Context: an optimization exercise on an open-source flow, tuned for small area, a short achievable clock period and few clock cycles per item. The choices shown serve that exercise and are no tape-out recipe.
The RTL was checked by simulation tests, not by an equivalence proof against the original design.
Power and IR drop assume default switching activity.

==> inputs of run a <==
==> flow/design.v <==
module ism_ram #(
  parameter int SIDE = 32,
  parameter int IW   = $clog2(SIDE),
  parameter int NB   = SIDE / 4        
) (
  input  logic            clk,
  input  logic [SIDE-1:0] wr_row,     
  input  logic [SIDE-1:0] wr_col,     
  input  logic            wr_bit,     
  input  logic [NB-1:0]   rd_rq,      
  input  logic [NB-1:0]   rd_r0,      
  input  logic [NB-1:0]   rd_r3,      
  input  logic [NB-1:0]   rd_cq,      
  input  logic [NB-1:0]   rd_c0,
  input  logic [NB-1:0]   rd_c3,
  output logic [15:0]     rd_bank     
);
  logic [SIDE-1:0] mem [SIDE];
  always_ff @(posedge clk) begin
    for (int i = 0; i < SIDE; i++) begin
      for (int j = 0; j < SIDE; j++) begin
        if (wr_row[i] && wr_col[j]) mem[i][j] <= wr_bit;
      end
    end
  end
  logic [NB-1:0]   lrow [4];
  logic [NB-1:0]   lcol [4];
  always_comb begin
    lrow[0] = rd_r0;
    lrow[1] = rd_rq;
    lrow[2] = rd_rq;
    lrow[3] = rd_r3;
    lcol[0] = rd_c0;
    lcol[1] = rd_cq;
    lcol[2] = rd_cq;
    lcol[3] = rd_c3;
  end
  logic [SIDE-1:0] colbits [4];       
  always_comb begin
    for (int b = 0; b < 4; b++) begin
      for (int i = 0; i < SIDE; i++) begin
        colbits[b][i] = 1'b0;
        for (int y = 0; y < NB; y++) begin
          colbits[b][i] = colbits[b][i] | (lcol[b][y] & mem[i][4*y + b]);
        end
      end
    end
    for (int a = 0; a < 4; a++) begin
      for (int b = 0; b < 4; b++) begin
        rd_bank[4*a + b] = 1'b0;
        for (int x = 0; x < NB; x++) begin
          rd_bank[4*a + b] = rd_bank[4*a + b] | (lrow[a][x] & colbits[b][4*x + a]);
        end
      end
    end
  end
endmodule
module ism_site_eval (
  input  logic       s,            
  input  logic       nb_up,
  input  logic       nb_dn,
  input  logic       nb_lf,
  input  logic       nb_rt,
  input  logic [1:0] op,           
  input  logic       spin_value,
  input  logic       lt_four,      
  input  logic       lt_eight,     
  output logic       accepted,
  output logic       flip,
  output logic       new_spin,
  output logic [2:0] unlike        
);
  logic [3:0] x;      
  logic       any, two;
  logic       acc;
  always_comb begin
    x   = {nb_up, nb_dn, nb_lf, nb_rt} ^ {4{s}};
    any = |x;
    two = (x[0] & x[1]) | (x[0] & x[2]) | (x[0] & x[3]) |
          (x[1] & x[2]) | (x[1] & x[3]) | (x[2] & x[3]);
    acc = two || (any && lt_four) || (!any && lt_eight);
    case (op)
      2'd0:    flip = (s != spin_value);
      2'd1:    flip = acc;
      default: flip = 1'b0;
    endcase
    accepted = (op == 2'd1) && acc;
    new_spin = s ^ flip;
    unlike   = 3'(x[0]) + 3'(x[1]) + 3'(x[2]) + 3'(x[3]);
  end
endmodule
module ising_metropolis_spin_update #(
  parameter int SIDE      = 32,
  parameter int PROB_BITS = 16
) (
  input  logic        clk,
  input  logic        rst_n,
  input  logic        in_tvalid,
  output logic        in_tready,
  input  logic [31:0] in_tdata,    
  input  logic [1:0]  in_tuser,    
  output logic        out_tvalid,
  input  logic        out_tready,
  output logic [39:0] out_tdata,   
  input  logic        cfg_we,
  input  logic        cfg_index,
  input  logic [15:0] cfg_wdata
);
  localparam int IW       = $clog2(SIDE);
  localparam int BW       = IW - 2;        
  localparam int NB       = SIDE / 4;      
  localparam int ENERGY_W = 15;
  localparam int MAG_W    = 14;
  localparam int E_RST    = -2 * SIDE * SIDE;
  localparam int M_RST    = SIDE * SIDE;
  localparam int QD       = 5;             
  localparam int CAP      = QD + 1;        
  logic       clr_r;                       
  logic       in_rdy_r;
  logic [2:0] outst_r, outst_nxt;          
  logic       in_hs, out_hs;
  assign in_hs  = in_tvalid && in_rdy_r;
  assign out_hs = out_tvalid && out_tready;
  always_comb begin
    outst_nxt = outst_r;
    case ({in_hs, out_hs})
      2'b10:   outst_nxt = outst_r + 3'd1;
      2'b01:   outst_nxt = outst_r - 3'd1;
      default: outst_nxt = outst_r;
    endcase
  end
  always_ff @(posedge clk) begin
    if (!rst_n) begin
      clr_r    <= 1'b1;
      in_rdy_r <= 1'b0;
      outst_r  <= '0;
    end else begin
      clr_r    <= 1'b0;
      in_rdy_r <= (outst_nxt < 3'(CAP));
      outst_r  <= outst_nxt;
    end
  end
  assign in_tready = in_rdy_r;
  logic [15:0] prob_four_r, prob_eight_r;
  always_ff @(posedge clk) begin
    if (!rst_n) begin
      prob_four_r  <= '0;
      prob_eight_r <= '0;
    end else if (cfg_we) begin
      if (cfg_index) prob_eight_r <= cfg_wdata;
      else           prob_four_r  <= cfg_wdata;
    end
  end
  logic          v1;
  logic [IW-1:0] r1, c1;
  logic [1:0]    op1;
  logic          spin1;
  logic          lt4_1, lt8_1;             
  logic [NB-1:0] rq_1, r0_1, r3_1, cq_1, c0_1, c3_1;
  logic [IW-1:0] r_in, c_in;
  logic [BW-1:0] rq_in, cq_in;
  logic [1:0]    rr_in, cr_in;
  assign r_in  = in_tdata[IW-1:0];
  assign c_in  = in_tdata[6 +: IW];
  assign rq_in = r_in[IW-1:2];
  assign rr_in = r_in[1:0];
  assign cq_in = c_in[IW-1:2];
  assign cr_in = c_in[1:0];
  function automatic logic [NB-1:0] onehot(input logic [BW-1:0] k);
    onehot = '0;
    onehot[k] = 1'b1;
  endfunction
  always_ff @(posedge clk) begin
    v1    <= rst_n && in_hs;
    r1    <= r_in;
    c1    <= c_in;
    rq_1  <= onehot(rq_in);
    r0_1  <= onehot(rq_in + BW'(rr_in == 2'd3));
    r3_1  <= onehot(rq_in - BW'(rr_in == 2'd0));
    cq_1  <= onehot(cq_in);
    c0_1  <= onehot(cq_in + BW'(cr_in == 2'd3));
    c3_1  <= onehot(cq_in - BW'(cr_in == 2'd0));
    spin1 <= in_tdata[12];
    lt4_1 <= in_tdata[28:13] < prob_four_r;
    lt8_1 <= in_tdata[28:13] < prob_eight_r;
    op1   <= in_tuser;
  end
  logic [SIDE-1:0] wr_row, wr_col;
  logic            wr_bit;
  logic [15:0]     rd_bank;
  ism_ram #(.SIDE(SIDE)) u_lat (
    .clk     (clk),
    .wr_row  (wr_row),
    .wr_col  (wr_col),
    .wr_bit  (wr_bit),
    .rd_rq   (rq_1),
    .rd_r0   (r0_1),
    .rd_r3   (r3_1),
    .rd_cq   (cq_1),
    .rd_c0   (c0_1),
    .rd_c3   (c3_1),
    .rd_bank (rd_bank)
  );
  logic [IW-1:0] rb, cb, r2, c2, r3, c3;
  function automatic logic [4:0] hits(input logic [IW-1:0] r, input logic [IW-1:0] c,
                                      input logic [IW-1:0] ra, input logic [IW-1:0] ca);
    hits = {(r == ra) && (c == ca),
            (r == ra) && (c - IW'(1) == ca),
            (r == ra) && (c + IW'(1) == ca),
            (r - IW'(1) == ra) && (c == ca),
            (r + IW'(1) == ra) && (c == ca)};
  endfunction
  logic          vb;
  logic [1:0]    opb;
  logic          spinb;
  logic          lt4_b, lt8_b;
  logic [15:0]   bank_b;
  logic [4:0]    hit1_b, hit2_b, hit3_b;   
  always_ff @(posedge clk) begin
    vb     <= rst_n && v1;
    rb     <= r1;
    cb     <= c1;
    opb    <= op1;
    spinb  <= spin1;
    lt4_b  <= lt4_1;
    lt8_b  <= lt8_1;
    bank_b <= rd_bank;
    hit1_b <= hits(r1, c1, rb, cb);
    hit2_b <= hits(r1, c1, r2, c2);
    hit3_b <= hits(r1, c1, r3, c3);
  end
  logic [1:0] rr_b, rm_b, rp_b, cr_b, cm_b, cp_b;
  logic [3:0] at_c, at_cm, at_cp;          
  logic [4:0] pick;                        
  assign rr_b = rb[1:0];
  assign cr_b = cb[1:0];
  assign rm_b = rr_b - 2'd1;
  assign rp_b = rr_b + 2'd1;
  assign cm_b = cr_b - 2'd1;
  assign cp_b = cr_b + 2'd1;
  always_comb begin
    for (int a = 0; a < 4; a++) begin
      at_c[a]  = bank_b[4*a + cr_b];
      at_cm[a] = bank_b[4*a + cm_b];
      at_cp[a] = bank_b[4*a + cp_b];
    end
    pick = {at_c[rr_b], at_cm[rr_b], at_cp[rr_b], at_c[rm_b], at_c[rp_b]};
  end
  logic          ev_acc, ev_flip, ev_ns;
  logic [2:0]    ev_d;
  logic          wr_go;
  logic          w3, ns3, w4, ns4;
  logic [4:0]    fwd;
  assign wr_go = v2 && ev_flip;
  always_comb begin
    for (int k = 0; k < 5; k++) begin
      fwd[k] = (wr_go && hit1_b[k]) ? ev_ns :
               (w3    && hit2_b[k]) ? ns3   :
               (w4    && hit3_b[k]) ? ns4   : pick[k];
    end
  end
  logic          v2;
  logic [1:0]    op2;
  logic          spin2;
  logic          lt4_2, lt8_2;
  logic          s2, up2, dn2, lf2, rt2;
  always_ff @(posedge clk) begin
    v2    <= rst_n && vb;
    r2    <= rb;
    c2    <= cb;
    op2   <= opb;
    spin2 <= spinb;
    lt4_2 <= lt4_b;
    lt8_2 <= lt8_b;
    {s2, lf2, rt2, up2, dn2} <= fwd;
  end
  ism_site_eval u_eval (
    .s          (s2),
    .nb_up      (up2),
    .nb_dn      (dn2),
    .nb_lf      (lf2),
    .nb_rt      (rt2),
    .op         (op2),
    .spin_value (spin2),
    .lt_four    (lt4_2),
    .lt_eight   (lt8_2),
    .accepted   (ev_acc),
    .flip       (ev_flip),
    .new_spin   (ev_ns),
    .unlike     (ev_d)
  );
  always_ff @(posedge clk) begin
    w3  <= rst_n && wr_go;
    r3  <= r2;
    c3  <= c2;
    ns3 <= ev_ns;
    w4  <= rst_n && w3;
    ns4 <= ns3;
  end
  always_comb begin
    wr_bit = clr_r || ns3;
    for (int j = 0; j < SIDE; j++) begin
      wr_row[j] = clr_r || (w3 && (r3 == IW'(j)));
      wr_col[j] = clr_r || (c3 == IW'(j));
    end
  end
  localparam int EW = 6;
  logic [EW-1:0]     q_mem [QD];
  logic [2:0]        q_wp;
  logic [QD-1:0]     q_rp;
  logic [2:0]        q_cnt;
  logic              q_push, q_pop;
  logic [EW-1:0]     q_head;
  assign q_push = v2;
  always_comb begin
    q_head = '0;
    for (int e = 0; e < QD; e++) begin
      q_head = q_head | (q_mem[e] & {EW{q_rp[e]}});
    end
  end
  always_ff @(posedge clk) begin
    if (q_push) q_mem[q_wp] <= {ev_flip, ev_ns, ev_d, ev_acc};
  end
  always_ff @(posedge clk) begin
    if (!rst_n) begin
      q_wp  <= '0;
      q_rp  <= QD'(1);
      q_cnt <= '0;
    end else begin
      if (q_push) q_wp <= (q_wp == 3'(QD - 1)) ? 3'd0 : q_wp + 3'd1;
      if (q_pop)  q_rp <= {q_rp[QD-2:0], q_rp[QD-1]};
      q_cnt <= q_cnt + 3'(q_push) - 3'(q_pop);
    end
  end
  logic                out_valid_r;
  logic [ENERGY_W-1:0] energy_r, energy_nxt;
  logic [MAG_W-1:0]    magnet_r, magnet_nxt;
  logic [10:0]         item_r;
  logic                h_flip, h_ns, h_acc;
  logic [2:0]          h_d;
  logic [4:0]          h_de;
  logic [3:0]          h_bond;
  logic [2:0]          e_step;              
  assign {h_flip, h_ns, h_d, h_acc} = q_head;
  assign h_bond = {h_d, 1'b0} - 4'd4;        
  assign h_de   = 5'd8 - {h_d, 2'b00};       
  assign q_pop  = (q_cnt != 3'd0) && (!out_valid_r || out_tready);
  assign e_step = 3'd2 - h_d;
  always_comb begin
    energy_nxt = energy_r;
    magnet_nxt = magnet_r;
    if (h_flip) begin
      energy_nxt[ENERGY_W-1:2] = energy_r[ENERGY_W-1:2] +
                                 {{(ENERGY_W - 5){e_step[2]}}, e_step};
      magnet_nxt[MAG_W-1:1]    = magnet_r[MAG_W-1:1] + {{(MAG_W - 2){!h_ns}}, 1'b1};
    end
  end
  always_ff @(posedge clk) begin
    if (!rst_n) begin
      out_valid_r <= 1'b0;
      energy_r    <= E_RST[ENERGY_W-1:0];
      magnet_r    <= M_RST[MAG_W-1:0];
      item_r      <= '0;
    end else begin
      if (q_pop) begin
        out_valid_r <= 1'b1;
        energy_r    <= energy_nxt;
        magnet_r    <= magnet_nxt;
        item_r      <= {h_ns, h_de, h_bond, h_acc};
      end else if (out_tready) begin
        out_valid_r <= 1'b0;
      end
    end
  end
  assign out_tvalid = out_valid_r;
  assign out_tdata  = {magnet_r, energy_r, item_r};
endmodule
==> flow/flow/run.sh <==
#!/bin/bash
set -euo pipefail
bash standard.sh SETUP_SLACK_MARGIN=6 finish > standard_make.log 2>&1
==> flow/standard.sh <==
#!/bin/bash
# synth_recipe.tcl (not shown) runs the flow's synth.tcl, then flattens the netlist and writes it again
# the make line also repeats each setting of config.mk as NAME=value (left out here)
make -C /OpenROAD-flow-scripts/flow DESIGN_CONFIG=/design/flow/config.mk WORK_HOME=/design/flow/orfs CLKGATE_MAP_FILE= SYNTH_SCRIPT=/design/flow/synth_recipe.tcl "${@:-finish}"
==> flow/config.mk <==
export PLATFORM = sky130hd
export DESIGN_NAME = ising_metropolis_spin_update
export DESIGN_NICKNAME = ising_metropolis_spin_update
export VERILOG_FILES = /design/flow/design.v
export SDC_FILE = /design/flow/constraint.sdc
export NUM_CORES = 4
export LEC_CHECK = 0
export ABC_CLOCK_PERIOD_IN_PS = 2500
export CAP_MARGIN = 20
export CORE_MARGIN = 2
export CORE_UTILIZATION = 55
export CTS_CLUSTER_DIAMETER = 90
export CTS_CLUSTER_SIZE = 25
export SETUP_SLACK_MARGIN = 5
export SLEW_MARGIN = 20
==> flow/constraint.sdc <==
create_clock -name core_clock -period 9.0 [get_ports {clk}]
set_input_delay 1.8000 -clock core_clock [delete_from_list [all_inputs] [get_ports {clk}]]
set_output_delay 1.8000 -clock core_clock [all_outputs]
set_load 0.01 [all_outputs]
==> inputs of run b, as changes to run a <==
==> flow/design.v, changed modules only <==
module ism_ram #(
  parameter int SIDE = 32,
  parameter int IW   = $clog2(SIDE),
  parameter int BW   = IW - 2
) (
  input  logic            clk,
  input  logic [SIDE-1:0] wr_row,     
  input  logic [SIDE-1:0] wr_col,     
  input  logic            wr_bit,     
  input  logic [BW-1:0]   rd_rq,      
  input  logic [BW-1:0]   rd_r0,      
  input  logic [BW-1:0]   rd_r3,      
  input  logic [BW-1:0]   rd_cq,      
  input  logic [BW-1:0]   rd_c0,
  input  logic [BW-1:0]   rd_c3,
  output logic [15:0]     rd_bank     
);
  logic [SIDE-1:0] mem [SIDE];
  always_ff @(posedge clk) begin
    for (int i = 0; i < SIDE; i++) begin
      for (int j = 0; j < SIDE; j++) begin
        if (wr_row[i] && wr_col[j]) mem[i][j] <= wr_bit;
      end
    end
  end
  logic [BW-1:0]   lrow [4];
  logic [BW-1:0]   lcol [4];
  logic [SIDE-1:0] rmask [4];         
  logic [SIDE-1:0] cmask [4];         
  always_comb begin
    lrow[0] = rd_r0;
    lrow[1] = rd_rq;
    lrow[2] = rd_rq;
    lrow[3] = rd_r3;
    lcol[0] = rd_c0;
    lcol[1] = rd_cq;
    lcol[2] = rd_cq;
    lcol[3] = rd_c3;
    for (int a = 0; a < 4; a++) begin
      for (int i = 0; i < SIDE; i++) begin
        rmask[a][i] = (i % 4 == a) && (lrow[a] == BW'(i / 4));
        cmask[a][i] = (i % 4 == a) && (lcol[a] == BW'(i / 4));
      end
    end
  end
  logic [SIDE-1:0] colbits [4];       
  always_comb begin
    for (int b = 0; b < 4; b++) begin
      for (int i = 0; i < SIDE; i++) begin
        colbits[b][i] = |(mem[i] & cmask[b]);
      end
    end
    for (int a = 0; a < 4; a++) begin
      for (int b = 0; b < 4; b++) begin
        rd_bank[4*a + b] = |(colbits[b] & rmask[a]);
      end
    end
  end
endmodule
module ising_metropolis_spin_update #(
  parameter int SIDE      = 32,
  parameter int PROB_BITS = 16
) (
  input  logic        clk,
  input  logic        rst_n,
  input  logic        in_tvalid,
  output logic        in_tready,
  input  logic [31:0] in_tdata,    
  input  logic [1:0]  in_tuser,    
  output logic        out_tvalid,
  input  logic        out_tready,
  output logic [39:0] out_tdata,   
  input  logic        cfg_we,
  input  logic        cfg_index,
  input  logic [15:0] cfg_wdata
);
  localparam int IW       = $clog2(SIDE);
  localparam int BW       = IW - 2;        
  localparam int ENERGY_W = 15;
  localparam int MAG_W    = 14;
  localparam int E_RST    = -2 * SIDE * SIDE;
  localparam int M_RST    = SIDE * SIDE;
  localparam int QD       = 5;             
  localparam int CAP      = QD + 1;        
  logic       clr_r;                       
  logic       in_rdy_r;
  logic [2:0] outst_r, outst_nxt;          
  logic       in_hs, out_hs;
  assign in_hs  = in_tvalid && in_rdy_r;
  assign out_hs = out_tvalid && out_tready;
  always_comb begin
    outst_nxt = outst_r;
    case ({in_hs, out_hs})
      2'b10:   outst_nxt = outst_r + 3'd1;
      2'b01:   outst_nxt = outst_r - 3'd1;
      default: outst_nxt = outst_r;
    endcase
  end
  always_ff @(posedge clk) begin
    if (!rst_n) begin
      clr_r    <= 1'b1;
      in_rdy_r <= 1'b0;
      outst_r  <= '0;
    end else begin
      clr_r    <= 1'b0;
      in_rdy_r <= (outst_nxt < 3'(CAP));
      outst_r  <= outst_nxt;
    end
  end
  assign in_tready = in_rdy_r;
  logic [15:0] prob_four_r, prob_eight_r;
  always_ff @(posedge clk) begin
    if (!rst_n) begin
      prob_four_r  <= '0;
      prob_eight_r <= '0;
    end else if (cfg_we) begin
      if (cfg_index) prob_eight_r <= cfg_wdata;
      else           prob_four_r  <= cfg_wdata;
    end
  end
  logic          v1;
  logic [IW-1:0] r1, c1;
  logic [1:0]    op1;
  logic          spin1;
  logic          lt4_1, lt8_1;             
  logic [BW-1:0] r0_1, r3_1, c0_1, c3_1;   
  logic [IW-1:0] r_in, c_in;
  logic [BW-1:0] rq_in, cq_in;
  logic [1:0]    rr_in, cr_in;
  assign r_in  = in_tdata[IW-1:0];
  assign c_in  = in_tdata[6 +: IW];
  assign rq_in = r_in[IW-1:2];
  assign rr_in = r_in[1:0];
  assign cq_in = c_in[IW-1:2];
  assign cr_in = c_in[1:0];
  always_ff @(posedge clk) begin
    v1    <= rst_n && in_hs;
    r1    <= r_in;
    c1    <= c_in;
    r0_1  <= rq_in + BW'(rr_in == 2'd3);
    r3_1  <= rq_in - BW'(rr_in == 2'd0);
    c0_1  <= cq_in + BW'(cr_in == 2'd3);
    c3_1  <= cq_in - BW'(cr_in == 2'd0);
    spin1 <= in_tdata[12];
    lt4_1 <= in_tdata[28:13] < prob_four_r;
    lt8_1 <= in_tdata[28:13] < prob_eight_r;
    op1   <= in_tuser;
  end
  logic [SIDE-1:0] wr_row, wr_col;
  logic            wr_bit;
  logic [15:0]     rd_bank;
  ism_ram #(.SIDE(SIDE)) u_lat (
    .clk     (clk),
    .wr_row  (wr_row),
    .wr_col  (wr_col),
    .wr_bit  (wr_bit),
    .rd_rq   (r1[IW-1:2]),
    .rd_r0   (r0_1),
    .rd_r3   (r3_1),
    .rd_cq   (c1[IW-1:2]),
    .rd_c0   (c0_1),
    .rd_c3   (c3_1),
    .rd_bank (rd_bank)
  );
  logic [IW-1:0] rb, cb, r2, c2, r3, c3;
  function automatic logic [4:0] hits(input logic [IW-1:0] r, input logic [IW-1:0] c,
                                      input logic [IW-1:0] ra, input logic [IW-1:0] ca);
    hits = {(r == ra) && (c == ca),
            (r == ra) && (c - IW'(1) == ca),
            (r == ra) && (c + IW'(1) == ca),
            (r - IW'(1) == ra) && (c == ca),
            (r + IW'(1) == ra) && (c == ca)};
  endfunction
  logic          vb;
  logic [1:0]    opb;
  logic          spinb;
  logic          lt4_b, lt8_b;
  logic [15:0]   bank_b;
  logic [4:0]    hit1_b, hit2_b, hit3_b;   
  always_ff @(posedge clk) begin
    vb     <= rst_n && v1;
    rb     <= r1;
    cb     <= c1;
    opb    <= op1;
    spinb  <= spin1;
    lt4_b  <= lt4_1;
    lt8_b  <= lt8_1;
    bank_b <= rd_bank;
    hit1_b <= hits(r1, c1, rb, cb);
    hit2_b <= hits(r1, c1, r2, c2);
    hit3_b <= hits(r1, c1, r3, c3);
  end
  logic [1:0] rr_b, rm_b, rp_b, cr_b, cm_b, cp_b;
  logic [3:0] at_c, at_cm, at_cp;          
  logic [4:0] pick;                        
  assign rr_b = rb[1:0];
  assign cr_b = cb[1:0];
  assign rm_b = rr_b - 2'd1;
  assign rp_b = rr_b + 2'd1;
  assign cm_b = cr_b - 2'd1;
  assign cp_b = cr_b + 2'd1;
  always_comb begin
    for (int a = 0; a < 4; a++) begin
      at_c[a]  = bank_b[4*a + cr_b];
      at_cm[a] = bank_b[4*a + cm_b];
      at_cp[a] = bank_b[4*a + cp_b];
    end
    pick = {at_c[rr_b], at_cm[rr_b], at_cp[rr_b], at_c[rm_b], at_c[rp_b]};
  end
  logic          ev_acc, ev_flip, ev_ns;
  logic [2:0]    ev_d;
  logic          wr_go;
  logic          w3, ns3, w4, ns4;
  logic [4:0]    fwd;
  assign wr_go = v2 && ev_flip;
  always_comb begin
    for (int k = 0; k < 5; k++) begin
      fwd[k] = (wr_go && hit1_b[k]) ? ev_ns :
               (w3    && hit2_b[k]) ? ns3   :
               (w4    && hit3_b[k]) ? ns4   : pick[k];
    end
  end
  logic          v2;
  logic [1:0]    op2;
  logic          spin2;
  logic          lt4_2, lt8_2;
  logic          s2, up2, dn2, lf2, rt2;
  always_ff @(posedge clk) begin
    v2    <= rst_n && vb;
    r2    <= rb;
    c2    <= cb;
    op2   <= opb;
    spin2 <= spinb;
    lt4_2 <= lt4_b;
    lt8_2 <= lt8_b;
    {s2, lf2, rt2, up2, dn2} <= fwd;
  end
  ism_site_eval u_eval (
    .s          (s2),
    .nb_up      (up2),
    .nb_dn      (dn2),
    .nb_lf      (lf2),
    .nb_rt      (rt2),
    .op         (op2),
    .spin_value (spin2),
    .lt_four    (lt4_2),
    .lt_eight   (lt8_2),
    .accepted   (ev_acc),
    .flip       (ev_flip),
    .new_spin   (ev_ns),
    .unlike     (ev_d)
  );
  always_ff @(posedge clk) begin
    w3  <= rst_n && wr_go;
    r3  <= r2;
    c3  <= c2;
    ns3 <= ev_ns;
    w4  <= rst_n && w3;
    ns4 <= ns3;
  end
  always_comb begin
    wr_bit = clr_r || ns3;
    for (int j = 0; j < SIDE; j++) begin
      wr_row[j] = clr_r || (w3 && (r3 == IW'(j)));
      wr_col[j] = clr_r || (c3 == IW'(j));
    end
  end
  localparam int EW = 6;
  logic [EW-1:0]     q_mem [QD];
  logic [2:0]        q_wp, q_rp;
  logic [2:0]        q_cnt;
  logic              q_push, q_pop;
  logic [EW-1:0]     q_head;
  assign q_push = v2;
  assign q_head = q_mem[q_rp];
  always_ff @(posedge clk) begin
    if (q_push) q_mem[q_wp] <= {ev_flip, ev_ns, ev_d, ev_acc};
  end
  always_ff @(posedge clk) begin
    if (!rst_n) begin
      q_wp  <= '0;
      q_rp  <= '0;
      q_cnt <= '0;
    end else begin
      if (q_push) q_wp <= (q_wp == 3'(QD - 1)) ? 3'd0 : q_wp + 3'd1;
      if (q_pop)  q_rp <= (q_rp == 3'(QD - 1)) ? 3'd0 : q_rp + 3'd1;
      q_cnt <= q_cnt + 3'(q_push) - 3'(q_pop);
    end
  end
  logic                out_valid_r;
  logic [ENERGY_W-1:0] energy_r, energy_nxt;
  logic [MAG_W-1:0]    magnet_r, magnet_nxt;
  logic [10:0]         item_r;
  logic                h_flip, h_ns, h_acc;
  logic [2:0]          h_d;
  logic [4:0]          h_de;
  logic [3:0]          h_bond;
  assign {h_flip, h_ns, h_d, h_acc} = q_head;
  assign h_bond = {h_d, 1'b0} - 4'd4;        
  assign h_de   = 5'd8 - {h_d, 2'b00};       
  assign q_pop  = (q_cnt != 3'd0) && (!out_valid_r || out_tready);
  always_comb begin
    energy_nxt = energy_r;
    magnet_nxt = magnet_r;
    if (h_flip) begin
      energy_nxt = energy_r + {{(ENERGY_W - 5){h_de[4]}}, h_de};
      magnet_nxt = h_ns ? magnet_r + MAG_W'(2) : magnet_r - MAG_W'(2);
    end
  end
  always_ff @(posedge clk) begin
    if (!rst_n) begin
      out_valid_r <= 1'b0;
      energy_r    <= E_RST[ENERGY_W-1:0];
      magnet_r    <= M_RST[MAG_W-1:0];
    end else begin
      if (q_pop) begin
        out_valid_r <= 1'b1;
        energy_r    <= energy_nxt;
        magnet_r    <= magnet_nxt;
      end else if (out_tready) begin
        out_valid_r <= 1'b0;
      end
    end
  end
  always_ff @(posedge clk) begin
    if (q_pop) item_r <= {h_ns, h_de, h_bond, h_acc};
  end
  assign out_tvalid = out_valid_r;
  assign out_tdata  = {magnet_r, energy_r, item_r};
endmodule
--- a/flow/config.mk
+++ b/flow/config.mk
@@ -10,3 +10,3 @@
 export CORE_MARGIN = 2
-export CORE_UTILIZATION = 55
+export CORE_UTILIZATION = 62
 export CTS_CLUSTER_DIAMETER = 90
==> results.txt <==
Sequential cell count: run a is higher than run b (35).
Between run a and run b, the lower via count is in run a (gap 4.1%, measured against run b).
Between run a and run b, the lower clock skew is in run b (gap 8.2 ps).
Against run b, the cell area of run a is lower by about 3.7%.
Non-clock buffer count: run b is higher than run a (36).
In run a the setup slack is better than in run b, by 350 ps.
In run a the final cell count is higher than in run b, by 0.96%.
Of run a and run b, run b has the higher routed wire length (gap 6.7%, measured against run b).
Of run b and run a, run a has the higher register-to-register slack (gap 400 ps).
Between run b and run a, the lower global-route usage is in run a (gap 4.5 points).
Of run a and run b, run b has the higher power (gap 1.6%, measured against run b).
Testbench counts of run a, summed over its fixed seeds: cycles 12,040, items 12,000.
Testbench counts of run b, summed over its fixed seeds: cycles 12,040, items 12,000.

what the ideal ports hide:
No port has a modelled driver above. Below, the same layouts with a new extraction and two added sets of constraints.
Step 1 assumes that a clkbuf_16 drives the clock port and a buf_2 every other input.
Step 2 moves the port delays by t, midway between the first and last clock arrival at a register: inputs arrive t later, outputs are due t later. That takes back most of the time a late clock gives input paths.
Slacks: no drivers / after step 1 / after step 2; pairs: no drivers / after step 1.
run | t, ns | setup WS [ns] | worst data-port slew with drivers (ns)
run a | 0.772 | 6.003 / 5.938 / 5.239 | 0.09
run b | 0.761 | 5.655 / 5.655 / 5.371 | 0.08
After both steps setup and hold are still met in every run listed. The setup slack of run a, which loses most, moves by -0.065 ns with the drivers and by -0.764 ns with both steps.
